Context: an optimization exercise on an open-source flow, tuned for a short achievable clock period and few clock cycles. The choices shown serve that exercise and are no tape-out recipe. No run shown here included a check of the RTL's function; only the layout flow was run. No activity file was given, so power comes from the tool's default toggle rates.

$ cat flow/config.mk
export PLATFORM = sky130hd
export DESIGN_NAME = dma_top
export DESIGN_NICKNAME = dma_top
export VERILOG_FILES = /design/flow/design.v
export SDC_FILE = /design/flow/constraint.sdc
export NUM_CORES = 4
export LEC_CHECK = 0
export CAP_MARGIN = 20
export CORE_MARGIN = 2
export CORE_UTILIZATION = 40
export SLEW_MARGIN = 20
export TNS_END_PERCENT = 100
$ cat flow/constraint.sdc
create_clock -name core_clock -period 9.0 [get_ports {clk_i}]
set_input_delay 1.8000 -clock core_clock [delete_from_list [all_inputs] [get_ports {clk_i}]]
set_output_delay 1.8000 -clock core_clock [all_outputs]
set_load 0.01 [all_outputs]
$ cat flow/design.v
    localparam int ADDR_W     = 32;
    localparam int DATA_W     = 64;
    localparam int BEAT_BYTES = 8;
    localparam int REG_ADDR_W = 5;
    localparam logic [4:0] REG_SRC   = 5'h00;
    localparam logic [4:0] REG_DST   = 5'h08;
    localparam logic [4:0] REG_LEN   = 5'h10;
    localparam logic [4:0] REG_BURST = 5'h18;
    localparam logic [4:0] REG_CTRL  = 5'h1C;
    localparam int CTRL_START = 0;
    localparam int CTRL_DONE  = 1;
    localparam int CTRL_BUSY  = 2;
    localparam int FIFO_DEPTH = 24;
    localparam int FIFO_IDX_W = $clog2(FIFO_DEPTH);
    localparam int FREE_W     = FIFO_IDX_W + 1;
    localparam int BEATS_W    = 30;
`timescale 1ns/1ps
module dma_regs (
    input  logic        clk_i,
    input  logic        rst_i,
    input  logic        reg_en_i,
    input  logic        reg_we_i,
    input  logic [4:0]  reg_addr_i,
    input  logic [63:0] reg_wdata_i,
    input  logic        xfer_done_i,
    output logic [63:0] reg_rdata_o,
    output logic        start_o,
    output logic        busy_o,
    output logic [31:0] src_o,
    output logic [31:0] dst_o,
    output logic [31:0] len_o,
    output logic [7:0]  burst_o,
    output logic        done_o
);
    localparam int ADDR_W     = 32;
    localparam int DATA_W     = 64;
    localparam int BEAT_BYTES = 8;
    localparam int REG_ADDR_W = 5;
    localparam logic [4:0] REG_SRC   = 5'h00;
    localparam logic [4:0] REG_DST   = 5'h08;
    localparam logic [4:0] REG_LEN   = 5'h10;
    localparam logic [4:0] REG_BURST = 5'h18;
    localparam logic [4:0] REG_CTRL  = 5'h1C;
    localparam int CTRL_START = 0;
    localparam int CTRL_DONE  = 1;
    localparam int CTRL_BUSY  = 2;
    localparam int FIFO_DEPTH = 24;
    localparam int FIFO_IDX_W = $clog2(FIFO_DEPTH);
    localparam int FREE_W     = FIFO_IDX_W + 1;
    localparam int BEATS_W    = 30;
    logic [31:0] src_q;
    logic [31:0] dst_q;
    logic [31:0] len_q;
    logic [7:0]  burst_q;
    logic        start_q;
    logic        done_q;
    logic        busy_q;
    logic        wr_en;
    logic        start_wr;
    logic [63:0] ctrl_val;
    logic [63:0] rd_mux;
    assign wr_en    = reg_en_i && reg_we_i;
    assign start_wr = wr_en && (reg_addr_i == REG_CTRL) && reg_wdata_i[CTRL_START] && !busy_q;
    always_comb begin
        ctrl_val             = '0;
        ctrl_val[CTRL_START] = start_q;
        ctrl_val[CTRL_DONE]  = done_q;
        ctrl_val[CTRL_BUSY]  = busy_q;
    end
    always_comb begin
        case (reg_addr_i)
            REG_SRC:   rd_mux = 64'(src_q);
            REG_DST:   rd_mux = 64'(dst_q);
            REG_LEN:   rd_mux = 64'(len_q);
            REG_BURST: rd_mux = 64'(burst_q);
            REG_CTRL:  rd_mux = ctrl_val;
            default:   rd_mux = '0;
        endcase
    end
    always_ff @(posedge clk_i or negedge rst_i) begin
        if (!rst_i) begin
            src_q   <= '0;
            dst_q   <= '0;
            len_q   <= '0;
            burst_q <= '0;
            start_q <= 1'b0;
            done_q  <= 1'b0;
            busy_q  <= 1'b0;
        end else begin
            if (wr_en && !busy_q) begin
                case (reg_addr_i)
                    REG_SRC:   src_q   <= reg_wdata_i[ADDR_W-1:0];
                    REG_DST:   dst_q   <= reg_wdata_i[ADDR_W-1:0];
                    REG_LEN:   len_q   <= reg_wdata_i[31:0];
                    REG_BURST: burst_q <= reg_wdata_i[7:0];
                    default: ;
                endcase
            end
            if (start_wr) begin
                start_q <= 1'b1;
                busy_q  <= 1'b1;
                done_q  <= 1'b0;
            end else if (xfer_done_i) begin
                start_q <= 1'b0;
                busy_q  <= 1'b0;
                done_q  <= 1'b1;
            end
        end
    end
    always_ff @(posedge clk_i) begin
        if (reg_en_i && !reg_we_i) begin
            reg_rdata_o <= rd_mux;
        end
    end
    assign start_o = start_wr;
    assign busy_o  = busy_q;
    assign src_o   = src_q;
    assign dst_o   = dst_q;
    assign len_o   = len_q;
    assign burst_o = burst_q;
    assign done_o  = done_q;
endmodule
`timescale 1ns/1ps
module dma_fifo (
    input  logic        clk_i,
    input  logic        rst_i,
    input  logic        push_i,
    input  logic [63:0] data_i,
    input  logic        pop_i,
    output logic [63:0] head_o,
    output logic        empty_o
);
    localparam int ADDR_W     = 32;
    localparam int DATA_W     = 64;
    localparam int BEAT_BYTES = 8;
    localparam int REG_ADDR_W = 5;
    localparam logic [4:0] REG_SRC   = 5'h00;
    localparam logic [4:0] REG_DST   = 5'h08;
    localparam logic [4:0] REG_LEN   = 5'h10;
    localparam logic [4:0] REG_BURST = 5'h18;
    localparam logic [4:0] REG_CTRL  = 5'h1C;
    localparam int CTRL_START = 0;
    localparam int CTRL_DONE  = 1;
    localparam int CTRL_BUSY  = 2;
    localparam int FIFO_DEPTH = 24;
    localparam int FIFO_IDX_W = $clog2(FIFO_DEPTH);
    localparam int FREE_W     = FIFO_IDX_W + 1;
    localparam int BEATS_W    = 30;
    logic [63:0]           mem_q [FIFO_DEPTH];
    logic [FIFO_IDX_W-1:0] wr_ptr_q;
    logic [FIFO_IDX_W-1:0] rd_ptr_q;
    logic [FREE_W-1:0]     count_q;
    logic                  empty_q;
    assign head_o  = mem_q[rd_ptr_q];
    assign empty_o = empty_q;
    always_ff @(posedge clk_i) begin
        mem_q[wr_ptr_q] <= data_i;
    end
    always_ff @(posedge clk_i or negedge rst_i) begin
        if (!rst_i) begin
            wr_ptr_q <= '0;
            rd_ptr_q <= '0;
            count_q  <= '0;
            empty_q  <= 1'b1;
        end else begin
            if (push_i) begin
                wr_ptr_q <= (wr_ptr_q == FIFO_IDX_W'(FIFO_DEPTH - 1)) ? '0 : wr_ptr_q + 1'b1;
            end
            if (pop_i) begin
                rd_ptr_q <= (rd_ptr_q == FIFO_IDX_W'(FIFO_DEPTH - 1)) ? '0 : rd_ptr_q + 1'b1;
            end
            case ({push_i, pop_i})
                2'b10: begin
                    count_q <= count_q + 1'b1;
                    empty_q <= 1'b0;
                end
                2'b01: begin
                    count_q <= count_q - 1'b1;
                    empty_q <= (count_q == FREE_W'(1));
                end
                default: ;
            endcase
        end
    end
endmodule
`timescale 1ns/1ps
module dma_read_engine (
    input  logic        clk_i,
    input  logic        rst_i,
    input  logic        busy_i,
    input  logic [31:0] src_i,
    input  logic [31:0] len_i,
    input  logic [7:0]  burst_i,
    input  logic        load_i,       
    input  logic        free_i,       
    output logic        avail_o,      
    output logic [31:0] addr_o,
    output logic [7:0]  beats_o,
    output logic [7:0]  first_beats_o
);
    localparam int ADDR_W     = 32;
    localparam int DATA_W     = 64;
    localparam int BEAT_BYTES = 8;
    localparam int REG_ADDR_W = 5;
    localparam logic [4:0] REG_SRC   = 5'h00;
    localparam logic [4:0] REG_DST   = 5'h08;
    localparam logic [4:0] REG_LEN   = 5'h10;
    localparam logic [4:0] REG_BURST = 5'h18;
    localparam logic [4:0] REG_CTRL  = 5'h1C;
    localparam int CTRL_START = 0;
    localparam int CTRL_DONE  = 1;
    localparam int CTRL_BUSY  = 2;
    localparam int FIFO_DEPTH = 24;
    localparam int FIFO_IDX_W = $clog2(FIFO_DEPTH);
    localparam int FREE_W     = FIFO_IDX_W + 1;
    localparam int BEATS_W    = 30;
    localparam int SL_W = BEATS_W + 1;
    logic [31:0]        addr_q;
    logic [BEATS_W-1:0] left_q;      
    logic [SL_W-1:0]    l1_q;        
    logic [SL_W-1:0]    l2_q;        
    logic [4:0]         bmax_q;      
    logic [5:0]         bmax2_q;     
    logic [FREE_W-1:0]  free_q;      
    logic               first_q;     
    logic               avail_q;
    logic [4:0]         bmax_cfg;
    logic [BEATS_W-1:0] beats_cfg;
    logic               full;        
    logic               more;        
    logic [4:0]         size;
    logic               take;
    logic               av_t0, av_t1, av_n0, av_n1;
    always_comb begin
        if (burst_i == 8'd0) begin
            bmax_cfg = 5'd1;
        end else if (burst_i > 8'd16) begin
            bmax_cfg = 5'd16;
        end else begin
            bmax_cfg = burst_i[4:0];
        end
    end
    assign beats_cfg = BEATS_W'(len_i[31:3]) + BEATS_W'(len_i[2:0] != 3'd0);
    always_comb begin
        if ((len_i[31:7] != '0) || ({1'b0, len_i[6:0]} > {bmax_cfg - 5'd1, 3'b000})) begin
            first_beats_o = 8'(bmax_cfg);
        end else begin
            first_beats_o = 8'(len_i[7:3]) + 8'(len_i[2:0] != 3'd0);
        end
    end
    assign full  = !l1_q[SL_W-1];
    assign more  = full && (l1_q != '0);
    assign size  = full ? bmax_q : left_q[4:0];
    assign avail_o = avail_q;
    assign addr_o  = addr_q;
    assign beats_o = 8'(size);
    assign take = load_i || first_q;
    assign av_t0 = more && ({1'b0, free_q} >= (FREE_W+1)'(bmax2_q));
    assign av_t1 = more && ({1'b0, free_q} + 1'b1 >= (FREE_W+1)'(bmax2_q));
    assign av_n0 = (left_q != '0) && (free_q >= FREE_W'(size));
    assign av_n1 = (left_q != '0) && ({1'b0, free_q} + 1'b1 >= (FREE_W+1)'(size));
    always_ff @(posedge clk_i) begin
        if (!busy_i) begin
            addr_q  <= src_i;
            left_q  <= beats_cfg;
            l1_q    <= SL_W'(beats_cfg) - SL_W'(bmax_cfg);
            l2_q    <= SL_W'(beats_cfg) - SL_W'({bmax_cfg, 1'b0});
            bmax_q  <= bmax_cfg;
            bmax2_q <= {bmax_cfg, 1'b0};
            free_q  <= FREE_W'(FIFO_DEPTH - 1);
        end else begin
            if (take) begin
                addr_q <= addr_q + {24'd0, size, 3'b000};
                if (full) begin
                    left_q <= l1_q[BEATS_W-1:0];
                    l1_q   <= l2_q;
                    l2_q   <= l2_q - SL_W'(bmax_q);
                end else begin
                    left_q <= '0;
                    l1_q   <= {SL_W{1'b1}};
                    l2_q   <= {SL_W{1'b1}};
                end
            end
            case ({take, free_i})
                2'b10:   free_q <= free_q - FREE_W'(size);
                2'b11:   free_q <= free_q - FREE_W'(size) + 1'b1;
                2'b01:   free_q <= free_q + 1'b1;
                default: ;
            endcase
        end
    end
    always_ff @(posedge clk_i or negedge rst_i) begin
        if (!rst_i) begin
            first_q <= 1'b0;
            avail_q <= 1'b0;
        end else if (!busy_i) begin
            first_q <= (len_i != '0);
            avail_q <= 1'b0;
        end else begin
            first_q <= 1'b0;
            case ({take, free_i})
                2'b10:   avail_q <= av_t0;
                2'b11:   avail_q <= av_t1;
                2'b01:   avail_q <= av_n1;
                default: avail_q <= av_n0;
            endcase
        end
    end
endmodule
`timescale 1ns/1ps
module dma_write_engine (
    input  logic        clk_i,
    input  logic        rst_i,
    input  logic        busy_i,
    input  logic [31:0] dst_i,
    input  logic [31:0] len_i,
    input  logic [7:0]  burst_i,
    input  logic        load_i,       
    input  logic        wr_pend_i,    
    input  logic        burst_end_i,  
    input  logic        bdone_i,
    output logic [31:0] addr_o,
    output logic        last_o,
    output logic        xfer_done_o
);
    localparam int ADDR_W     = 32;
    localparam int DATA_W     = 64;
    localparam int BEAT_BYTES = 8;
    localparam int REG_ADDR_W = 5;
    localparam logic [4:0] REG_SRC   = 5'h00;
    localparam logic [4:0] REG_DST   = 5'h08;
    localparam logic [4:0] REG_LEN   = 5'h10;
    localparam logic [4:0] REG_BURST = 5'h18;
    localparam logic [4:0] REG_CTRL  = 5'h1C;
    localparam int CTRL_START = 0;
    localparam int CTRL_DONE  = 1;
    localparam int CTRL_BUSY  = 2;
    localparam int FIFO_DEPTH = 24;
    localparam int FIFO_IDX_W = $clog2(FIFO_DEPTH);
    localparam int FREE_W     = FIFO_IDX_W + 1;
    localparam int BEATS_W    = 30;
    logic [31:0]        addr_q;
    logic [BEATS_W-1:0] left_q;      
    logic               left_one_q;  
    logic               left_zero_q; 
    logic [7:0]         b_q;         
    logic [7:0]         cnt_q;       
    logic [BEATS_W-1:0] outst_q;     
    logic               outst_zero_q;
    logic               outst_one_q;
    logic [7:0]         b_cfg;
    logic [BEATS_W-1:0] beats_cfg;
    logic [BEATS_W-1:0] left_dec;
    logic [BEATS_W-1:0] outst_nxt;
    logic               outst_two;
    assign b_cfg     = (burst_i == 8'd0) ? 8'd1 : burst_i;
    assign beats_cfg = BEATS_W'(len_i[31:3]) + BEATS_W'(len_i[2:0] != 3'd0);
    assign left_dec  = left_q - 1'b1;
    assign outst_two = (outst_q == BEATS_W'(2));
    assign addr_o = addr_q;
    assign last_o = (cnt_q == 8'd1) || left_one_q;
    always_comb begin
        case ({burst_end_i, bdone_i})
            2'b10:   outst_nxt = outst_q + 1'b1;
            2'b01:   outst_nxt = outst_q - 1'b1;
            default: outst_nxt = outst_q;
        endcase
    end
    assign xfer_done_o = busy_i && left_zero_q && !wr_pend_i &&
                         (outst_zero_q || (outst_one_q && bdone_i));
    always_ff @(posedge clk_i) begin
        if (!busy_i) begin
            addr_q       <= dst_i;
            left_q       <= beats_cfg;
            left_one_q   <= (beats_cfg == BEATS_W'(1));
            left_zero_q  <= (len_i == '0);
            b_q          <= b_cfg;
            cnt_q        <= b_cfg;
            outst_q      <= '0;
            outst_zero_q <= 1'b1;
            outst_one_q  <= 1'b0;
        end else begin
            if (load_i) begin
                addr_q      <= addr_q + 32'(BEAT_BYTES);
                left_q      <= left_dec;
                left_one_q  <= (left_q == BEATS_W'(2));
                left_zero_q <= left_one_q;
                cnt_q       <= (cnt_q == 8'd1) ? b_q : (cnt_q - 1'b1);
            end
            outst_q      <= outst_nxt;
            case ({burst_end_i, bdone_i})
                2'b10: begin
                    outst_zero_q <= 1'b0;
                    outst_one_q  <= outst_zero_q;
                end
                2'b01: begin
                    outst_zero_q <= outst_one_q;
                    outst_one_q  <= outst_two;
                end
                default: ;
            endcase
        end
    end
endmodule
`timescale 1ns/1ps
module dma_bus_arbiter (
    input  logic        clk_i,
    input  logic        rst_i,
    input  logic        busy_i,
    input  logic        start_i,
    input  logic [31:0] src_i,
    input  logic [7:0]  first_beats_i,
    input  logic        first_valid_i,
    input  logic        rd_avail_i,
    input  logic [31:0] rd_addr_i,
    input  logic [7:0]  rd_beats_i,
    input  logic        wr_avail_i,
    input  logic [31:0] wr_addr_i,
    input  logic [63:0] wr_wdata_i,
    input  logic        wr_last_i,
    input  logic        mem_gnt_i,
    output logic        rd_load_o,
    output logic        wr_load_o,
    output logic        wr_pend_o,
    output logic        burst_end_o,
    output logic        mem_req_o,
    output logic        mem_we_o,
    output logic [31:0] mem_addr_o,
    output logic [63:0] mem_wdata_o,
    output logic [7:0]  mem_beats_o,
    output logic        mem_last_o
);
    localparam int ADDR_W     = 32;
    localparam int DATA_W     = 64;
    localparam int BEAT_BYTES = 8;
    localparam int REG_ADDR_W = 5;
    localparam logic [4:0] REG_SRC   = 5'h00;
    localparam logic [4:0] REG_DST   = 5'h08;
    localparam logic [4:0] REG_LEN   = 5'h10;
    localparam logic [4:0] REG_BURST = 5'h18;
    localparam logic [4:0] REG_CTRL  = 5'h1C;
    localparam int CTRL_START = 0;
    localparam int CTRL_DONE  = 1;
    localparam int CTRL_BUSY  = 2;
    localparam int FIFO_DEPTH = 24;
    localparam int FIFO_IDX_W = $clog2(FIFO_DEPTH);
    localparam int FREE_W     = FIFO_IDX_W + 1;
    localparam int BEATS_W    = 30;
    logic        req_q;
    logic        we_q;
    logic [31:0] addr_q;
    logic [7:0]  beats_q;
    logic [63:0] wdata_q;
    logic        last_q;
    logic        next;
    assign next      = busy_i && (!req_q || mem_gnt_i);
    assign rd_load_o = next && rd_avail_i;
    assign wr_load_o = next && !rd_avail_i && wr_avail_i;
    assign wr_pend_o   = req_q && we_q;
    assign burst_end_o = req_q && we_q && last_q && mem_gnt_i;
    assign mem_req_o   = req_q;
    assign mem_we_o    = we_q;
    assign mem_addr_o  = addr_q;
    assign mem_wdata_o = wdata_q;
    assign mem_beats_o = beats_q;
    assign mem_last_o  = last_q;
    always_ff @(posedge clk_i or negedge rst_i) begin
        if (!rst_i) begin
            req_q <= 1'b0;
        end else if (!busy_i) begin
            req_q <= start_i && first_valid_i;
        end else if (next) begin
            req_q <= rd_load_o || wr_load_o;
        end
    end
    always_ff @(posedge clk_i) begin
        if (!busy_i) begin
            we_q    <= 1'b0;
            addr_q  <= src_i;
            beats_q <= first_beats_i;
            last_q  <= 1'b0;
        end else if (rd_load_o) begin
            we_q    <= 1'b0;
            addr_q  <= rd_addr_i;
            beats_q <= rd_beats_i;
            last_q  <= 1'b0;
        end else if (wr_load_o) begin
            we_q    <= 1'b1;
            addr_q  <= wr_addr_i;
            beats_q <= 8'd1;
            last_q  <= wr_last_i;
        end
        if (wr_load_o) begin
            wdata_q <= wr_wdata_i;
        end
    end
endmodule
`timescale 1ns/1ps
module dma_top (
    input  logic        clk_i,
    input  logic        rst_i,
    input  logic        reg_en_i,
    input  logic        reg_we_i,
    input  logic [4:0]  reg_addr_i,
    input  logic [63:0] reg_wdata_i,
    output logic [63:0] reg_rdata_o,
    input  logic        mem_gnt_i,
    input  logic        mem_rvalid_i,
    input  logic [63:0] mem_rdata_i,
    input  logic        mem_bdone_i,
    output logic        mem_req_o,
    output logic        mem_we_o,
    output logic [31:0] mem_addr_o,
    output logic [63:0] mem_wdata_o,
    output logic [7:0]  mem_beats_o,
    output logic        mem_last_o,
    output logic        done_o
);
    localparam int ADDR_W     = 32;
    localparam int DATA_W     = 64;
    localparam int BEAT_BYTES = 8;
    localparam int REG_ADDR_W = 5;
    localparam logic [4:0] REG_SRC   = 5'h00;
    localparam logic [4:0] REG_DST   = 5'h08;
    localparam logic [4:0] REG_LEN   = 5'h10;
    localparam logic [4:0] REG_BURST = 5'h18;
    localparam logic [4:0] REG_CTRL  = 5'h1C;
    localparam int CTRL_START = 0;
    localparam int CTRL_DONE  = 1;
    localparam int CTRL_BUSY  = 2;
    localparam int FIFO_DEPTH = 24;
    localparam int FIFO_IDX_W = $clog2(FIFO_DEPTH);
    localparam int FREE_W     = FIFO_IDX_W + 1;
    localparam int BEATS_W    = 30;
    logic        start;
    logic        busy;
    logic [31:0] src;
    logic [31:0] dst;
    logic [31:0] len;
    logic [7:0]  burst;
    logic        xfer_done;
    logic        push;
    logic        pop;
    logic [63:0] head;
    logic        fifo_empty;
    logic        rd_avail;
    logic [31:0] rd_addr;
    logic [7:0]  rd_beats;
    logic [7:0]  first_beats;
    logic        rd_load;
    logic        wr_load;
    logic        wr_pend;
    logic        burst_end;
    logic        wr_avail;
    logic [31:0] wr_addr;
    logic [63:0] wr_wdata;
    logic        wr_last;
    dma_regs u_regs (
        .clk_i       (clk_i),
        .rst_i       (rst_i),
        .reg_en_i    (reg_en_i),
        .reg_we_i    (reg_we_i),
        .reg_addr_i  (reg_addr_i),
        .reg_wdata_i (reg_wdata_i),
        .xfer_done_i (xfer_done),
        .reg_rdata_o (reg_rdata_o),
        .start_o     (start),
        .busy_o      (busy),
        .src_o       (src),
        .dst_o       (dst),
        .len_o       (len),
        .burst_o     (burst),
        .done_o      (done_o)
    );
    assign wr_avail = !fifo_empty;
    assign wr_wdata = head;
    assign push     = busy && mem_rvalid_i;
    assign pop      = wr_load;
    dma_fifo u_fifo (
        .clk_i   (clk_i),
        .rst_i   (rst_i),
        .push_i  (push),
        .data_i  (mem_rdata_i),
        .pop_i   (pop),
        .head_o  (head),
        .empty_o (fifo_empty)
    );
    dma_read_engine u_read (
        .clk_i         (clk_i),
        .rst_i         (rst_i),
        .busy_i        (busy),
        .src_i         (src),
        .len_i         (len),
        .burst_i       (burst),
        .load_i        (rd_load),
        .free_i        (wr_load),
        .avail_o       (rd_avail),
        .addr_o        (rd_addr),
        .beats_o       (rd_beats),
        .first_beats_o (first_beats)
    );
    dma_write_engine u_write (
        .clk_i       (clk_i),
        .rst_i       (rst_i),
        .busy_i      (busy),
        .dst_i       (dst),
        .len_i       (len),
        .burst_i     (burst),
        .load_i      (wr_load),
        .wr_pend_i   (wr_pend),
        .burst_end_i (burst_end),
        .bdone_i     (mem_bdone_i),
        .addr_o      (wr_addr),
        .last_o      (wr_last),
        .xfer_done_o (xfer_done)
    );
    dma_bus_arbiter u_arb (
        .clk_i         (clk_i),
        .rst_i         (rst_i),
        .busy_i        (busy),
        .start_i       (start),
        .src_i         (src),
        .first_beats_i (first_beats),
        .first_valid_i (len != '0),
        .rd_avail_i    (rd_avail),
        .rd_addr_i     (rd_addr),
        .rd_beats_i    (rd_beats),
        .wr_avail_i    (wr_avail),
        .wr_addr_i     (wr_addr),
        .wr_wdata_i    (wr_wdata),
        .wr_last_i     (wr_last),
        .mem_gnt_i     (mem_gnt_i),
        .rd_load_o     (rd_load),
        .wr_load_o     (wr_load),
        .wr_pend_o     (wr_pend),
        .burst_end_o   (burst_end),
        .mem_req_o     (mem_req_o),
        .mem_we_o      (mem_we_o),
        .mem_addr_o    (mem_addr_o),
        .mem_wdata_o   (mem_wdata_o),
        .mem_beats_o   (mem_beats_o),
        .mem_last_o    (mem_last_o)
    );
endmodule
$ cat flow/flow/run.sh
#!/bin/bash
set -euo pipefail
bash standard.sh SETUP_SLACK_MARGIN=6.0 finish > make.log 2>&1
$ cat flow/standard.sh
#!/bin/bash
# synth_recipe.tcl (not shown) runs the flow's synth.tcl, then flattens the netlist and writes it again
# the make line also repeats each setting of config.mk as NAME=value (left out here)
make -C /OpenROAD-flow-scripts/flow DESIGN_CONFIG=/design/flow/config.mk WORK_HOME=/design/flow/orfs CLKGATE_MAP_FILE= SYNTH_SCRIPT=/design/flow/synth_recipe.tcl "${@:-finish}"
==> results.json, run 1 <==
{
  "grt_pass1_wl_um": 324000,
  "worst_slack_ps": 5310,
  "rows": 170,
  "io_buffers": 245,
  "io_pins": 312,
  "fmax_mhz": 271,
  "end_kind": "register",
  "grt_antenna_before_repair": 24,
  "final_cell_mix": "1879 x edfxtp_1, 454 x mux4_2, 306 x nor2_1",
  "maxCapViolCount": 0,
  "synth_area_leaders": "edfxtp_1 66%, mux4_2 12%, dfrtp_1 3.6%",
  "hpwl_um": 117000,
  "cts_hold_buffers": 0,
  "yosysWarnings": 5,
  "min_to": "u_fifo.count_q[5]$_DFFE_PN0P_",
  "final_common_cell": "edfxtp_1",
  "drtIter0Drc": 4717,
  "hold_slack_ps": 477,
  "peakVddDrop_mv": 0.244,
  "critPathMaxFanout": 6,
  "path_clk_slew_ps": 60,
  "cp-start-kind": "primary input",
  "cellPowerDensity_mw_per_mm2": 306,
  "synth.top_cell.area_share": 0.657,
  "final_util": 0.481,
  "fin_nets": 5599,
  "dieArea_mm2": 0.219,
  "yosysUniqueCellTypes": 105,
  "grt_pass1_vias": 47200,
  "rsz0062_at_grt": "yes",
  "critPathArrivalTime_ps": 4420,
  "clock_latency_ps": 890,
  "root_buffer": "clkbuf_16",
  "routed_via_density": 5.62,
  "synth_ff_type": "edfxtp_1",
  "track_usage": 0.201,
  "r2r_start": "u_regs.len_q[0]$_DFFE_PN0P_",
  "numCtsBuffers": 211,
  "slew_violations": 0,
  "fin_tns_setup_ps": 0,
  "async_flop_share": 0.0616,
  "hold_depth": 1,
  "htree_levels": 4,
  "clock_sinks": 2045,
  "tightest_slew_ps": 1080,
  "clk_path_buf_depth": 3,
  "grt_max_degree": 129,
  "start_util": 0.402,
  "cts_tree": "yes",
  "synth_top_area_cell": "edfxtp_1",
  "setup-violations-final": 0,
  "wl_um": 226000,
  "total_power_mw": 31.6,
  "die_width_um": 467,
  "path_class": "in -> reg",
  "synthCells": 4868,
  "status": "timing/DRC/antenna clean",
  "min_path_type": "reg -> reg",
  "preCtsSetupSlack_ps": 3750,
  "grt-ovfl-total": 0,
  "wire_per_inst_um": 27.0,
  "core-area_mm2": 0.214,
  "ys_ff_latch": 2045,
  "ant_nets": 0,
  "hold_violations": 0,
  "ys_seq_area_frac": 0.703,
  "max_slew_margin": 0.278,
  "place_congestion": 0.833,
  "required_ps": 9730,
  "min_from": "u_fifo.count_q[5]$_DFFE_PN0P_",
  "area_delta_synth_final_pct": 19.9,
  "drc": 0,
  "die_h_um": 467,
  "rr_endpoint": "u_read.l2_q[28]$_DFFE_PN_",
  "synth_area_per_cell_um2": 17.6,
  "p_leak_nw": 35.2,
  "synth_edf_count": 1879,
  "drive_above_1_share": 0.305,
  "fin_crit_sh": 0.410,
  "clock_skew_ps": 75.0,
  "period_minus_slack_ps": 3690,
  "routed-via-count": 47200,
  "reg2reg_slack_ps": 5530,
  "syn_area_mm2": 0.0859,
  "dr.pass1.iters": 5,
  "worstRegToRegCells": 13
}
==> stage by stage <==
stage	instances	area, µm²
after global routing	8387	103000
after floorplan	4902	87100
after CTS	8310	101000
final	8393	103000
after detailed placement	7772	92200
after global placement	7772	92200
==> area by class of cell <==
| type | instances | area [µm²] |
|---|---|---|
| clock inverters | 143 | 1550 |
| repair buffers | 521 | 4730 |
| multi-input cells | 2524 | 26900 |
| clock buffers | 254 | 5540 |
| well taps | 2838 | 3550 |
| inverters | 62 | 256 |
| flip-flops and latches | 2045 | 60400 |
| fillers | 17800 | 111000 |
| diodes | 6 | 15.0 |
==> flip-flops by register name (all words and copies together) (netlist names), 5 cells and up <==
| signal | count |
|---|---|
| u_arb.addr_q | 32 |
| u_fifo.count_q | 6 |
| u_regs.src_q | 32 |
| u_read.l2_q | 31 |
| u_read.l1_q | 31 |
| u_write.cnt_q | 8 |
| u_fifo.mem_q | 1536 |
| u_regs.reg_rdata_o | 32 |
| u_read.addr_q | 32 |
| u_write.b_q | 8 |
| u_regs.burst_q | 8 |
| u_fifo.rd_ptr_q | 5 |
| u_regs.dst_q | 32 |
| u_regs.len_q | 32 |
| u_arb.wdata_q | 64 |
| u_write.left_q | 30 |
| u_read.bmax_q | 5 |
| u_write.outst_q | 30 |
| u_arb.beats_q | 6 |
| u_write.addr_q | 32 |
| u_read.free_q | 6 |
| u_read.left_q | 30 |
| u_fifo.wr_ptr_q | 5 |
==> power breakdown <==
group          leakage (nW)  switching (mW)  total, mW  internal (mW)
clock network          3.45            3.83       8.89           5.06
logic                  12.2            5.14       9.53           4.39
registers              19.5            1.02       13.1           12.1
==> critical path: stages <==
cell	delay, ps
buf_8	70
nand4_1	120
ha_4	220
buf_12	140
buf_8	120
ha_4	170
a21oi_4	240
nand2b_4	90
o211ai_1	290
a21oi_2	120
or3_4	420
a311o_1	290
xor2_1	140
mux2i_1	120
nor2_1	50
==> layer usage <==
layer / vias up / GRT usage / share of wire
met5: - / 0 / 0.00077
met4: 28 / 0.0480 / 0.021
met3: 342 / 0.0336 / 0.058
met2: 1470 / 0.339 / 0.50
met1: 25000 / 0.274 / 0.42
li1: 20300 / - / -
==> synth_stat cells (all sizes together), types with 8 or more instances <==
cell and n:
clkbuf 184, ha 88, o31ai 10, a31oi 8
o21ai 86, o21a 12, a21oi 224, and3 31
edfxtp 1879, mux4 456, or4 8, dfrtp 125
xnor2 141, and2 12, nor3 68, dfxtp 40
and4 13, nand2 166, nand2b 28, nor2 348
nand4 37, xor2 98, a221o 32, a21o 50
or3 17, buf 101, a22oi 23, a211oi 10
mux2i 126, nor4 46, inv 62, nor3b 9
nor2b 59, nand3 64, mux2 107
==> kinds of logic (layout without fill, tap and decap cells) <==
logic type,Yosys count,after routing,synth area share
AOI/OAI and AO/OA,522,522,0.0385
xor gates and xnor gates,239,239,0.0245
adders and majority gates,95,95,0.0143
buffers and inverters,348,980,0.0182
DFF,2045,2045,0.703
muxes,689,689,0.148
other,1,41,0.0000436
and+or+nand+nor,929,944,0.0532
==> how the worst max path moves through the flow <==
stage / from / endpoint / slack [ps] / cells past startpoint
after global placement: mem_gnt_i / u_write.outst_q[25]$_SDFFE_PN0P_ / 3700 / 13
final: mem_gnt_i / u_write.outst_q[25]$_SDFFE_PN0P_ / 5310 / 15
after detailed placement: mem_gnt_i / u_write.outst_q[28]$_SDFFE_PN0P_ / 3750 / 14
after global routing: mem_gnt_i / u_write.outst_q[29]$_SDFFE_PN0P_ / 5280 / 16
after CTS: mem_gnt_i / u_write.outst_q[25]$_SDFFE_PN0P_ / 5410 / 15
after floorplan: mem_gnt_i / u_write.outst_q[25]$_SDFFE_PN0P_ / 4700 / 12
==> repair_timing <==
item | 4_1_cts | 5_1_grt
setup buffers | 126 | 70
pin swaps | 147 | 138
resized for setup | 881 | 196
setup endpoints to repair | 1333 | 677
cloned | 15 | 6
==> run 2: changes to the inputs <==
==> flow/flow/run.sh (replaced) <==
#!/bin/bash
set -euo pipefail
bash standard.sh SETUP_SLACK_MARGIN=6.5 finish > make.log 2>&1
==> run 2 against run 1 <==
Net effect: still clean; register-to-register slack got worse by 110 ps; cell count increased by 2.8%; die area unchanged; combinational power grew 27%; via count increased by 4.4%; sequential cell count stayed put; count of clock-buffer cells in the layout up 10; clock skew up 18 ps; hold slack worse by 12 ps; critical path depth rose by 5; critical endpoint is now u_write.addr_q[7]$_DFFE_PP_; highest routed layer unchanged.
==> results.json, run 2 <==
{
  "dp_cells": 7771,
  "peakVddDrop_mv": 0.216,
  "async_flop_share": 0.0616,
  "io_buffers": 245,
  "routed-via-count": 49200,
  "min_from": "u_fifo.count_q[5]$_DFFE_PN0P_",
  "fin_nets": 5835,
  "max_slew_margin": 0.348,
  "synth.top_cell.area_share": 0.657,
  "htree_levels": 4,
  "status": "timing/DRC/antenna clean",
  "dieArea_mm2": 0.219,
  "die_h_um": 467,
  "crit_slowest_cell": "nand3_4",
  "hold_violations": 0,
  "fin_tns_setup_ps": 0,
  "cts_tree": "yes",
  "slew_violations": 0,
  "clock_skew_ps": 93.5,
  "yosysWarnings": 5,
  "largest_reg_flops": 1536,
  "crit_chain": "buf_8 -> buf_4 -> buf_6 -> buf_6 -> buf_6 -> buf_6 -> buf_6 -> buf_6 -> buf_6 -> buf_6 -> buf_6 -> buf_6 -> nand2b_4 -> buf_8 -> nand3_4 -> buf_12 -> buf_12 -> buf_8 -> buf_16 -> nand2_8",
  "setup-violations-final": 0,
  "final_util": 0.506,
  "stdcell_count": 8624,
  "place_congestion": 0.822,
  "grt_pass1_vias": 48700,
  "regMostFlops": "u_fifo.mem_q",
  "worst_slack_ps": 5240,
  "ys_seq_area_frac": 0.703,
  "r2r_start": "u_regs.len_q[0]$_DFFE_PN0P_",
  "min_path_type": "reg -> reg",
  "drtIter0Drc": 4805,
  "path_class": "in -> reg",
  "synth_area_per_cell_um2": 17.6,
  "p_leak_nw": 37.2,
  "critPathMaxFanout": 5,
  "rsz0062_at_grt": "yes",
  "numCtsBuffers": 211,
  "die_width_um": 467,
  "tightest_slew_ps": 968,
  "worstRegToRegCells": 13,
  "final_common_cell": "edfxtp_1",
  "clk_path_buf_depth": 3,
  "synth_edf_count": 1879,
  "track_usage": 0.223,
  "critPathArrivalTime_ps": 4260,
  "crit_buf_inv": 17,
  "drive_above_1_share": 0.358,
  "fmax_mhz": 266,
  "fin_crit_sh": 0.417,
  "start_util": 0.402,
  "drc": 0,
  "cts_hold_buffers": 0,
  "wire_per_inst_um": 29.1,
  "hpwl_um": 118000,
  "yosys-top-cells-count": "1879 x edfxtp_1, 454 x mux4_2, 347 x nor2_1",
  "required_ps": 9500,
  "wl_um": 251000,
  "rows": 170,
  "maxCapViolCount": 0,
  "cp_common_cell": "buf_6",
  "clock_latency_ps": 890,
  "preCtsSetupSlack_ps": 3700,
  "synthCells": 4868,
  "reg2reg_slack_ps": 5420,
  "io_pins": 312,
  "max_stage_delay_ps": 200,
  "ys_ff_latch": 2045,
  "grt-ovfl-total": 0,
  "cp-start-kind": "primary input",
  "n_fill_cell": 17400,
  "worst-path-stages": 20,
  "yosysMostFrequentCell": "edfxtp_1",
  "area_delta_synth_final_pct": 26.1,
  "total_power_mw": 34.0,
  "top_regs": "u_fifo.mem_q (1536), u_arb.wdata_q (64)",
  "cellPowerDensity_mw_per_mm2": 314,
  "yosysUniqueCellTypes": 105,
  "core-area_mm2": 0.214,
  "grt_pass1_wl_um": 353000,
  "dr.pass1.iters": 6,
  "critPathTopFamily": "buffers and inverters",
  "root_buffer": "clkbuf_16",
  "end_kind": "register",
  "ant_nets": 0,
  "grt_antenna_before_repair": 27,
  "clock_sinks": 2045,
  "routed_via_density": 5.71,
  "rr_endpoint": "u_read.l2_q[24]$_DFFE_PN_",
  "synth_ff_type": "edfxtp_1",
  "grt_max_degree": 171,
  "min_to": "u_fifo.count_q[5]$_DFFE_PN0P_",
  "synth_top_area_cell": "edfxtp_1",
  "final_cell_mix": "1879 x edfxtp_1, 456 x mux4_2, 245 x nor2_1",
  "synth_area_leaders": "edfxtp_1 66%, mux4_2 12%, dfrtp_1 3.6%",
  "syn_area_mm2": 0.0859,
  "path_clk_slew_ps": 60,
  "period_minus_slack_ps": 3760,
  "hold_depth": 1
}
==> run 2: metrics by stage <==
stage | instance area, µm² | hold WS, ps
3_3_place_gp | 92700 | 469
2_1_floorplan | 87900 | 447
3_5_place_dp | 92700 | 471
5_1_grt | 108000 | 483
4_1_cts | 106000 | 474
6_report | 108000 | 465
==> run 2: worst register-to-register path: stages (launching register included) <==
cell      delay [ps]
dfrtp_1          400
or3_4            400
ha_4             190
ha_4             180
xor2_4           160
buf_12           150
ha_4             240
a221oi_4         290
o31ai_2           90
a21o_2           230
or3_4            440
or2_4            300
xnor2_2          150
a22oi_1           80
==> run 2: worst max path at each step <==
stage | start | slack [ps] | endpoint
5_1_grt | mem_gnt_i | 5220 | u_write.outst_q[29]$_SDFFE_PN0P_
6_report | mem_gnt_i | 5240 | u_write.addr_q[7]$_DFFE_PP_
4_1_cts | mem_gnt_i | 5270 | u_write.outst_q[25]$_SDFFE_PN0P_
3_5_place_dp | mem_gnt_i | 3700 | u_write.outst_q[25]$_SDFFE_PN0P_
2_1_floorplan | mem_gnt_i | 4700 | u_write.outst_q[25]$_SDFFE_PN0P_
3_3_place_gp | mem_gnt_i | 3650 | u_write.outst_q[25]$_SDFFE_PN0P_
==> run 2: cells by family after synthesis <==
logic type,synth area share
xor gates and xnor gates,0.0245
and+or+nand+nor,0.0532
other,0.0000436
buffers and inverters,0.0182
AOI/OAI and AO/OA,0.0385
muxes,0.148
DFF,0.703
adders and majority gates,0.0143
==> run 2: what timing repair did <==
item / 4_1_cts / 5_1_grt
pin swaps: 191 / 173
endpoints found under the setup margin: 1806 / 969
gates cloned: 88 / 23
buffers inserted: 231 / 113
resized for setup: 1208 / 315
==> run 2: cell type report <==
class                      count  area (µm²)  area share
sequential                  2045       60400       0.558
multi-input combinational   2557       28600       0.264
timing repair buffer         720        8490      0.0784
clock buffer                 264        5540      0.0512
tap                         2838        3550      0.0328
clock inverter               125        1360      0.0126
inverter                      62         259     0.00239
timing repair inverter         4        76.3    0.000705
antenna                        9        22.5    0.000208
==> run 2: report_power, final <==
part / switching [mW] / internal, mW
combinational: 6.28 / 5.83
clock: 3.83 / 4.86
sequential: 1.03 / 12.1
==> run 2: routing by layer <==
metal  track usage  vias to the layer above  wire length [µm]
met3        0.0404                      400             17100
li1              -                    20900                 -
met5             0                        -               165
met2         0.375                     1824            125000
met4        0.0593                       26              6630
met1         0.300                    26000            102000
==> run 3: changes to the inputs <==
--- a/flow/design.v
+++ b/flow/design.v
@@ -147,27 +147,36 @@
     localparam int FREE_W     = FIFO_IDX_W + 1;
     localparam int BEATS_W    = 30;
     logic [63:0]           mem_q [FIFO_DEPTH];
-    logic [FIFO_IDX_W-1:0] wr_ptr_q;
-    logic [FIFO_IDX_W-1:0] rd_ptr_q;
+    logic [FIFO_DEPTH-1:0] wr_oh_q;
+    logic [FIFO_DEPTH-1:0] rd_oh_q;
     logic [FREE_W-1:0]     count_q;
     logic                  empty_q;
-    assign head_o  = mem_q[rd_ptr_q];
+    always_comb begin
+        head_o = '0;
+        for (int i = 0; i < FIFO_DEPTH; i++) begin
+            head_o = head_o | (mem_q[i] & {64{rd_oh_q[i]}});
+        end
+    end
     assign empty_o = empty_q;
     always_ff @(posedge clk_i) begin
-        mem_q[wr_ptr_q] <= data_i;
+        for (int i = 0; i < FIFO_DEPTH; i++) begin
+            if (wr_oh_q[i]) begin
+                mem_q[i] <= data_i;
+            end
+        end
     end
     always_ff @(posedge clk_i or negedge rst_i) begin
         if (!rst_i) begin
-            wr_ptr_q <= '0;
-            rd_ptr_q <= '0;
-            count_q  <= '0;
-            empty_q  <= 1'b1;
+            wr_oh_q <= FIFO_DEPTH'(1);
+            rd_oh_q <= FIFO_DEPTH'(1);
+            count_q <= '0;
+            empty_q <= 1'b1;
         end else begin
             if (push_i) begin
-                wr_ptr_q <= (wr_ptr_q == FIFO_IDX_W'(FIFO_DEPTH - 1)) ? '0 : wr_ptr_q + 1'b1;
+                wr_oh_q <= {wr_oh_q[FIFO_DEPTH-2:0], wr_oh_q[FIFO_DEPTH-1]};
             end
             if (pop_i) begin
-                rd_ptr_q <= (rd_ptr_q == FIFO_IDX_W'(FIFO_DEPTH - 1)) ? '0 : rd_ptr_q + 1'b1;
+                rd_oh_q <= {rd_oh_q[FIFO_DEPTH-2:0], rd_oh_q[FIFO_DEPTH-1]};
             end
             case ({push_i, pop_i})
                 2'b10: begin
@@ -226,6 +235,8 @@
     logic               avail_q;
     logic [4:0]         bmax_cfg;
     logic [BEATS_W-1:0] beats_cfg;
+    logic [SL_W-1:0]    l1_off;
+    logic [SL_W-1:0]    l2_off;
     logic               full;        
     logic               more;        
     logic [4:0]         size;
@@ -241,6 +252,8 @@
         end
     end
     assign beats_cfg = BEATS_W'(len_i[31:3]) + BEATS_W'(len_i[2:0] != 3'd0);
+    assign l1_off = (len_i[2:0] != 3'd0) ? (SL_W'(1) - SL_W'(bmax_cfg)) : (SL_W'(0) - SL_W'(bmax_cfg));
+    assign l2_off = (len_i[2:0] != 3'd0) ? (SL_W'(1) - SL_W'({bmax_cfg, 1'b0})) : (SL_W'(0) - SL_W'({bmax_cfg, 1'b0}));
     always_comb begin
         if ((len_i[31:7] != '0) || ({1'b0, len_i[6:0]} > {bmax_cfg - 5'd1, 3'b000})) begin
             first_beats_o = 8'(bmax_cfg);
@@ -263,8 +276,8 @@
         if (!busy_i) begin
             addr_q  <= src_i;
             left_q  <= beats_cfg;
-            l1_q    <= SL_W'(beats_cfg) - SL_W'(bmax_cfg);
-            l2_q    <= SL_W'(beats_cfg) - SL_W'({bmax_cfg, 1'b0});
+            l1_q    <= SL_W'(len_i[31:3]) + l1_off;
+            l2_q    <= SL_W'(len_i[31:3]) + l2_off;
             bmax_q  <= bmax_cfg;
             bmax2_q <= {bmax_cfg, 1'b0};
             free_q  <= FREE_W'(FIFO_DEPTH - 1);
@@ -352,6 +365,8 @@
     logic [BEATS_W-1:0] beats_cfg;
     logic [BEATS_W-1:0] left_dec;
     logic [BEATS_W-1:0] outst_nxt;
+    logic [BEATS_W-1:0] outst_inc;
+    logic [BEATS_W-1:0] outst_dec;
     logic               outst_two;
     assign b_cfg     = (burst_i == 8'd0) ? 8'd1 : burst_i;
     assign beats_cfg = BEATS_W'(len_i[31:3]) + BEATS_W'(len_i[2:0] != 3'd0);
@@ -359,10 +374,12 @@
     assign outst_two = (outst_q == BEATS_W'(2));
     assign addr_o = addr_q;
     assign last_o = (cnt_q == 8'd1) || left_one_q;
+    assign outst_inc = outst_q + 1'b1;
+    assign outst_dec = outst_q - 1'b1;
     always_comb begin
         case ({burst_end_i, bdone_i})
-            2'b10:   outst_nxt = outst_q + 1'b1;
-            2'b01:   outst_nxt = outst_q - 1'b1;
+            2'b10:   outst_nxt = outst_inc;
+            2'b01:   outst_nxt = outst_dec;
             default: outst_nxt = outst_q;
         endcase
     end
@@ -452,10 +469,17 @@
     logic [7:0]  beats_q;
     logic [63:0] wdata_q;
     logic        last_q;
-    logic        next;
-    assign next      = busy_i && (!req_q || mem_gnt_i);
-    assign rd_load_o = next && rd_avail_i;
-    assign wr_load_o = next && !rd_avail_i && wr_avail_i;
+    logic        want;
+    logic        rd_g, rd_ng, wr_g, wr_ng;
+    logic        load;
+    assign want  = rd_avail_i || wr_avail_i;
+    assign rd_g  = busy_i && rd_avail_i;
+    assign rd_ng = rd_g && !req_q;
+    assign wr_g  = busy_i && !rd_avail_i && wr_avail_i;
+    assign wr_ng = wr_g && !req_q;
+    assign rd_load_o = (mem_gnt_i && rd_g) || rd_ng;
+    assign wr_load_o = (mem_gnt_i && wr_g) || wr_ng;
+    assign load      = !busy_i || rd_load_o || wr_load_o;
     assign wr_pend_o   = req_q && we_q;
     assign burst_end_o = req_q && we_q && last_q && mem_gnt_i;
     assign mem_req_o   = req_q;
@@ -469,26 +493,28 @@
             req_q <= 1'b0;
         end else if (!busy_i) begin
             req_q <= start_i && first_valid_i;
-        end else if (next) begin
-            req_q <= rd_load_o || wr_load_o;
+        end else begin
+            req_q <= (busy_i && want) || (req_q && !mem_gnt_i);
         end
     end
     always_ff @(posedge clk_i) begin
-        if (!busy_i) begin
-            we_q    <= 1'b0;
-            addr_q  <= src_i;
-            beats_q <= first_beats_i;
-            last_q  <= 1'b0;
-        end else if (rd_load_o) begin
-            we_q    <= 1'b0;
-            addr_q  <= rd_addr_i;
-            beats_q <= rd_beats_i;
-            last_q  <= 1'b0;
-        end else if (wr_load_o) begin
-            we_q    <= 1'b1;
-            addr_q  <= wr_addr_i;
-            beats_q <= 8'd1;
-            last_q  <= wr_last_i;
+        if (load) begin
+            if (!busy_i) begin
+                we_q    <= 1'b0;
+                addr_q  <= src_i;
+                beats_q <= first_beats_i;
+                last_q  <= 1'b0;
+            end else if (rd_avail_i) begin
+                we_q    <= 1'b0;
+                addr_q  <= rd_addr_i;
+                beats_q <= rd_beats_i;
+                last_q  <= 1'b0;
+            end else begin
+                we_q    <= 1'b1;
+                addr_q  <= wr_addr_i;
+                beats_q <= 8'd1;
+                last_q  <= wr_last_i;
+            end
         end
         if (wr_load_o) begin
             wdata_q <= wr_wdata_i;
==> flow/flow/run.sh (replaced) <==
#!/bin/bash
set -euo pipefail
bash standard.sh SETUP_SLACK_MARGIN=6.0 finish > make.log 2>&1
==> run 3 against run 2 <==
Net effect: utilization decreased by 2.5 points; clock skew up 15 ps; hold slack improved by 12 ps; cell count is 5.5% higher; die area fell by 1.0%; total power is 18% lower; critical endpoint is now u_read.l1_q[30]$_DFFE_PN_; largest cell class unchanged; largest power group unchanged.
==> results.json, run 3 <==
{
  "root_buffer": "clkbuf_16",
  "yosys-top-cells-count": "1881 x edfxtp_1, 529 x a22oi_1, 340 x nor2_1",
  "fin_nets": 6373,
  "syn_area_mm2": 0.0851,
  "core-area_mm2": 0.212,
  "grt_use_met3": 0.0399,
  "grt_util_met1": 0.316,
  "place_congestion": 0.839,
  "tightest_slew_ps": 1160,
  "grt_max_degree": 110,
  "required_ps": 9610,
  "critPathArrivalTime_ps": 4650,
  "yosysWarnings": 6,
  "preCtsSetupSlack_ps": 3340,
  "min_path_type": "reg -> reg",
  "grt-ovfl-total": 0,
  "end_kind": "register",
  "final_util": 0.481,
  "async_flop_share": 0.0787,
  "p_sw_mw": 8.29,
  "grt_pass1_wl_um": 376000,
  "min_from": "u_fifo.count_q[5]$_DFFE_PN0P_",
  "wl_um": 264000,
  "start_util": 0.402,
  "synth.top_cell.area_share": 0.664,
  "ys_ff_latch": 2083,
  "busiest_layer": "met2",
  "clock_latency_ps": 930,
  "slew_violations": 0,
  "grt_antenna_before_repair": 31,
  "drtIter0Drc": 6066,
  "placedInstanceArea_mm2": 0.0916,
  "yosysMostFrequentCell": "edfxtp_1",
  "worst_slack_ps": 4960,
  "htree_levels": 4,
  "hold_slack_ps": 477,
  "synth_top_area_cell": "edfxtp_1",
  "synth_area_leaders": "edfxtp_1 66%, dfrtp_1 4.7%, a22oi_1 4.7%",
  "setup-violations-final": 0,
  "grt_pass1_vias": 52800,
  "globalRouteMet2Util": 0.395,
  "switching_share": 0.297,
  "rr_endpoint": "u_read.l1_q[30]$_DFFE_PN_",
  "clk_path_buf_depth": 3,
  "regMostFlops": "u_fifo.mem_q",
  "p_leak_nw": 34.5,
  "reg2reg_slack_ps": 4960,
  "fin_crit_sh": 0.449,
  "synth_edf_count": 1881,
  "cts_tree": "yes",
  "r2r_start": "u_regs.burst_q[6]$_DFFE_PN0P_",
  "p_int_mw": 19.6,
  "io_pins": 312,
  "io_buffers": 245,
  "ant_nets": 0,
  "wire_per_inst_um": 29.0,
  "cellPowerDensity_mw_per_mm2": 274,
  "path_class": "reg -> reg",
  "top_regs": "u_fifo.mem_q (1536), u_arb.wdata_q (64)",
  "critPathMaxFanout": 4,
  "pwr-share-seq": 0.441,
  "min_to": "u_fifo.count_q[5]$_DFFE_PN0P_",
  "pwr-share-comb": 0.243,
  "final_cell_mix": "1881 x edfxtp_1, 526 x a22oi_1, 332 x nor2_1",
  "largest_reg_flops": 1536,
  "die_width_um": 465,
  "dieArea_mm2": 0.216,
  "hpwl_um": 134000,
  "routed_via_density": 5.98,
  "routed-via-count": 54400,
  "dr.pass1.iters": 5,
  "clock_skew_ps": 108,
  "peakVddDrop_mv": 0.228,
  "clock_sinks": 2083,
  "drc": 0,
  "period_minus_slack_ps": 4040,
  "die_h_um": 465,
  "stdcell_area_mm2": 0.102,
  "fmax_mhz": 248,
  "hold_depth": 1,
  "drive_above_1_share": 0.205,
  "fin_tns_setup_ps": 0,
  "numCtsBuffers": 212,
  "synth_area_per_cell_um2": 15.0,
  "worstRegToRegCells": 19,
  "maxCapViolCount": 0,
  "max_slew_margin": 0.230,
  "synth_ff_type": "edfxtp_1",
  "status": "timing/DRC/antenna clean",
  "track_usage": 0.237,
  "hold_violations": 0,
  "cts_hold_buffers": 0,
  "path_clk_slew_ps": 60,
  "yosysUniqueCellTypes": 92,
  "rsz0062_at_grt": "yes",
  "pwr-share-clk": 0.317,
  "area_delta_synth_final_pct": 19.8,
  "synthCells": 5654,
  "rows": 169,
  "final_common_cell": "edfxtp_1",
  "ys_seq_area_frac": 0.721,
  "cp-start-kind": "register"
}
## run 3: cell types whose count changed after synthesis, moves of 64 or more
cell      delta
mux4_2     -446
a22o_1     +128
nand3_1     +64
nand4_1    +146
a22oi_1    +507
nand2_1    +102
a221oi_1   +128
## run 3: metrics by stage
| step | power, mW | std cells |
|---|---|---|
| final | 27.9 | 9097 |
| after global routing | 29.0 | 9093 |
| after CTS | 27.4 | 9023 |
| after detailed placement | 17.8 | 8487 |
| after global placement | 17.7 | 8487 |
| after floorplan | 16.1 | 5688 |
## run 3: worst max-delay path, stage by stage (launching register included)
cell and delay, ps:
dfrtp_2 430, nor4_4 360, buf_4 190, inv_4 40, buf_6 120, nor3_4 160
buf_12 160, buf_12 100, o21ai_4 90, buf_6 140, ha_4 270, nand3_2 100
o22ai_4 180, a41o_1 260, o211ai_1 100, buf_4 170, a211oi_4 330, o211ai_1 160
and3_1 170, o32a_1 280
## run 3: timing repair
action,in CTS,in global routing
gates cloned,9,2
resized for setup,823,163
setup endpoints to repair,685,337
buffers inserted,135,63
pin swaps,158,163
## run 3: layout make-up
type                            count  area (µm²)
Clock buffer                      278        5770
Timing Repair Buffer              518        4390
Clock inverter                    114        1260
Inverter                           77         344
Antenna cell                        9        22.5
Timing Repair inverter              2        17.5
Multi-Input combinational cell   3195       25000
Tap cell                         2821        3530
Sequential cell                  2083       61600
Fill cell                       18000      110000
## run 3: how the worst max path moves through the flow
stage          slack [ps]  cells past startpoint                           from                          endpoint
6_report             4960                     19  u_regs.burst_q[6]$_DFFE_PN0P_         u_read.l1_q[30]$_DFFE_PN_
5_1_grt              4780                     19  u_regs.burst_q[6]$_DFFE_PN0P_         u_read.l1_q[30]$_DFFE_PN_
3_5_place_dp         3340                     12                      mem_gnt_i  u_write.outst_q[26]$_SDFFE_PN0P_
3_3_place_gp         3310                     12                      mem_gnt_i  u_write.outst_q[26]$_SDFFE_PN0P_
4_1_cts              5000                     20  u_regs.burst_q[7]$_DFFE_PN0P_         u_read.l1_q[29]$_DFFE_PN_
2_1_floorplan        4730                     11                      mem_gnt_i  u_write.outst_q[27]$_SDFFE_PN0P_
## run 3: kinds of logic (layout without fill, tap and decap cells)
group / after synthesis / in the layout / synth area share
AO/OA/AOI/OAI: 1368 / 1371 / 0.114
XOR/XNOR: 221 / 221 / 0.0228
adder cells (fa/ha/maj): 144 / 144 / 0.0217
buffers and inverters: 416 / 989 / 0.0203
flip-flops: 2083 / 2083 / 0.721
multiplexers: 239 / 239 / 0.0313
other: 1 / 44 / 0.0000441
AND/OR/NAND/NOR: 1182 / 1185 / 0.0684
## run 3: layer usage
layer,vias up,part of all wire,routed length [µm]
met5,-,0.00087,230
met4,36,0.028,7430
met3,473,0.081,21300
met2,2385,0.49,129000
met1,28200,0.40,106000
li1,23300,-,-
## run 3: power by group through the flow
stage / sequential [mW] / clock [mW] / combinational [mW]
floorplan: 12.2 / 0 / 3.86
global placement: 12.5 / 0 / 5.26
detailed placement: 12.5 / 0 / 5.34
CTS: 12.3 / 8.96 / 6.20
global route: 12.4 / 9.34 / 7.32
finish: 12.3 / 8.84 / 6.77
==> run 4: changes to the inputs <==
--- a/flow/config.mk
+++ b/flow/config.mk
@@ -7,6 +7,6 @@
 export LEC_CHECK = 0
 export CAP_MARGIN = 20
 export CORE_MARGIN = 2
-export CORE_UTILIZATION = 40
+export CORE_UTILIZATION = 55
 export SLEW_MARGIN = 20
 export TNS_END_PERCENT = 100
==> run 4 against run 3 <==
Net effect: register-to-register slack got worse by 210 ps; non-clock buffer count is 11 higher; critical path depth did not move; final area shrank 1.2%; count of clock-buffer cells in the layout is 1 higher; hold slack about the same; clock power is 4.4% lower; total power down 1.1%; combinational power grew 0.9%; largest power group unchanged.
==> results.json, run 4 <==
{
  "status": "timing/DRC/antenna clean",
  "fin_tns_setup_ps": 0,
  "crit_chain": "nor4_4 -> inv_2 -> buf_4 -> nor3_4 -> buf_6 -> buf_8 -> o21ai_4 -> buf_12 -> buf_16 -> buf_4 -> ha_1 -> nand2_1 -> nor2_1 -> o211ai_1 -> buf_4 -> a211oi_4 -> o211ai_1 -> and3_1 -> o32a_1",
  "cp-start-kind": "register",
  "syn_area_mm2": 0.0851,
  "async_flop_share": 0.0787,
  "crit_slowest_cell": "dfrtp_2",
  "cp-startpoint": "u_regs.burst_q[4]$_DFFE_PN0P_",
  "pwr-share-comb": 0.248,
  "largest_reg_flops": 1536,
  "htree_levels": 4,
  "regMostFlops": "u_fifo.mem_q",
  "rows": 144,
  "p_int_mw": 19.3,
  "clock_skew_ps": 55.1,
  "clk_path_buf_depth": 3,
  "setup-violations-final": 0,
  "ys_seq_area_frac": 0.721,
  "stdcell_area_mm2": 0.101,
  "routed_via_density": 6.55,
  "preCtsSetupSlack_ps": 3210,
  "cts_tree": "yes",
  "critPathArrivalTime_ps": 4830,
  "io_pins": 312,
  "synth_ff_type": "edfxtp_1",
  "min_path_type": "reg -> reg",
  "slew_violations": 0,
  "p_leak_nw": 34.5,
  "root_buffer": "clkbuf_16",
  "place_congestion": 0.863,
  "routed-via-count": 54500,
  "pwr-share-seq": 0.446,
  "die_h_um": 397,
  "grt_pass1_wl_um": 373000,
  "yosysUniqueCellTypes": 92,
  "p_sw_mw": 8.26,
  "io_buffers": 245,
  "required_ps": 9580,
  "fin_crit_sh": 0.472,
  "end_kind": "register",
  "drive_above_1_share": 0.205,
  "hpwl_um": 136000,
  "ant_nets": 0,
  "final_cell_mix": "1881 x edfxtp_1, 527 x a22oi_1, 328 x nor2_1",
  "grt_pass1_vias": 52700,
  "switching_share": 0.299,
  "max_stage_delay_ps": 440,
  "grt_antenna_before_repair": 21,
  "numCtsBuffers": 209,
  "dieArea_mm2": 0.158,
  "synthCells": 5654,
  "drtIter0Drc": 5738,
  "min_from": "u_fifo.count_q[5]$_DFFE_PN0P_",
  "track_usage": 0.328,
  "maxCapViolCount": 0,
  "synth_edf_count": 1881,
  "pwr-share-clk": 0.306,
  "synth.top_cell.area_share": 0.664,
  "final_common_cell": "edfxtp_1",
  "period_minus_slack_ps": 4250,
  "grt-ovfl-total": 0,
  "tightest_slew_ps": 1170,
  "wire_per_inst_um": 31.7,
  "ys_ff_latch": 2083,
  "peakVddDrop_mv": 0.198,
  "yosysWarnings": 6,
  "grt_max_degree": 91,
  "drc": 0,
  "clock_sinks": 2083,
  "n_fill_cell": 11100,
  "yosys-top-cells-count": "1881 x edfxtp_1, 529 x a22oi_1, 340 x nor2_1",
  "max_slew_margin": 0.223,
  "hold_violations": 0,
  "cellPowerDensity_mw_per_mm2": 274,
  "placedInstanceArea_mm2": 0.0908,
  "fmax_mhz": 235,
  "hold_slack_ps": 477,
  "area_delta_synth_final_pct": 18.4,
  "fin_nets": 6384,
  "wl_um": 264000,
  "clock_latency_ps": 860,
  "synth_top_area_cell": "edfxtp_1",
  "dr.pass1.iters": 5,
  "rsz0062_at_grt": "yes",
  "critPathMaxFanout": 6,
  "path_class": "reg -> reg",
  "synth_area_per_cell_um2": 15.0,
  "synth_area_leaders": "edfxtp_1 66%, dfrtp_1 4.7%, a22oi_1 4.7%",
  "core-area_mm2": 0.154,
  "top_regs": "u_fifo.mem_q (1536), u_arb.wdata_q (64)",
  "path_clk_slew_ps": 60,
  "start_util": 0.553,
  "r2r_start": "u_regs.burst_q[4]$_DFFE_PN0P_",
  "worst_slack_ps": 4750,
  "die_width_um": 397,
  "yosysMostFrequentCell": "edfxtp_1",
  "cp_common_cell": "buf_4"
}
## run 4: cell counts after synthesis
Identical to the previous run, type by type.
## run 4: critical path: cells and delay by family, from the launching register on
family	cells	cell delay [ps]
buffers and inverters	8	1150
AOI/OAI and AO/OA	5	990
and+or+nand+nor	5	980
DFF	1	440
adders and majority gates	1	400
## run 4: final timing paths
| path | endpoint | slack, ps | cells past startpoint |
|---|---|---|---|
| max | u_read.l1_q[30]$_DFFE_PN_ | 4750 | 19 |
| min | u_fifo.count_q[5]$_DFFE_PN0P_ | 480 | 1 |
| max reg2reg | u_read.l1_q[30]$_DFFE_PN_ | 4750 | 19 |
| min reg2reg | u_fifo.count_q[5]$_DFFE_PN0P_ | 480 | 1 |
| max in group asynchronous | u_regs.len_q[17]$_DFFE_PN0P_ | 6570 | 2 |
| min in group asynchronous | u_fifo.count_q[2]$_DFFE_PN0P_ | 1020 | 1 |
## run 4: layout make-up
class	count	area, µm²	area share
diodes	10	25.0	0.000249
clock buffers	279	5740	0.0570
clock inverters	108	926	0.00920
inverters	77	329	0.00327
multi-input cells	3198	25100	0.249
flip-flops and latches	2083	61600	0.611
well taps	2044	2560	0.0254
repair buffers	529	4440	0.0441
repair inverters	2	17.5	0.000174
## run 4: metrics by stage
| step | instances | power, mW | utilization |
|---|---|---|---|
| after floorplan | 5688 | 16.1 | - |
| after global placement | 7725 | 17.8 | 0.590 |
| after detailed placement | 7725 | 17.9 | 0.590 |
| after CTS | 8240 | 26.9 | 0.643 |
| after global routing | 8328 | 28.7 | 0.654 |
| final | 8330 | 27.6 | 0.654 |
## run 4: routing by layer
layer	wire (µm)	track usage
met1	103000	0.437
met2	131000	0.554
met3	19800	0.0489
met4	9760	0.117
met5	97	0
## run 4: kinds of logic after synthesis
kind of cell | Yosys count | share of synthesized area
muxes | 239 | 0.0313
other | 1 | 0.0000441
adders and majority gates | 144 | 0.0217
AOI/OAI and AO/OA | 1368 | 0.114
and+or+nand+nor | 1182 | 0.0684
buffers and inverters | 416 | 0.0203
DFF | 2083 | 0.721
xor gates and xnor gates | 221 | 0.0228
## run 4: repair_timing
action	4_1_cts	5_1_grt
hold buffers	0	0
resized for setup	797	194
gates cloned	9	3
setup endpoints to repair	705	405
buffers inserted	119	77
pin swaps	131	169
## run 4: power groups by stage
stage,sequential (mW),clock [mW],combinational [mW]
2_1_floorplan,12.2,0,3.86
3_3_place_gp,12.5,0,5.31
3_5_place_dp,12.5,0,5.39
4_1_cts,12.3,8.54,6.06
5_1_grt,12.4,8.92,7.39
6_report,12.3,8.45,6.83

port drivers added, routing unchanged:
In the flow no input, the clock included, has a driving cell. The finished layouts below were timed again as built, in two steps. Step 1 (the two cells are an assumption about what drives the block):
set clk [get_ports {clk_i}]
set_driving_cell -lib_cell sky130_fd_sc_hd__clkbuf_16 $clk
set_driving_cell -lib_cell sky130_fd_sc_hd__buf_2 [delete_from_list [all_inputs] $clk]
Step 2 moves the port delays by t, midway between the first and last clock arrival at a register: inputs arrive t later, outputs are due t later. That takes back most of the time a late clock gives input paths. Slacks: ideal / step 1 / step 2; pairs: ideal / step 1.
run	t, ns	slack for setup (ns)	hold slack, ns	worst setup path after step 2	pins driven straight from the clock port
run 1	0.942	5.313 / 5.343 / 4.402	0.477 / 0.477 / 0.477	input to register	1
run 2	0.924	5.243 / 5.282 / 4.357	0.465 / 0.465 / 0.465	input to register	1
run 3	0.961	4.963 / 4.963 / 4.223	0.477 / 0.477 / 0.477	input to register	1
run 4	0.928	4.750 / 4.750 / 4.042	0.477 / 0.477 / 0.477	input to register	1
After both steps every run listed still meets setup and hold. The setup slack of run 1, which loses most, moves by +0.030 ns with the drivers and by -0.911 ns with both steps.
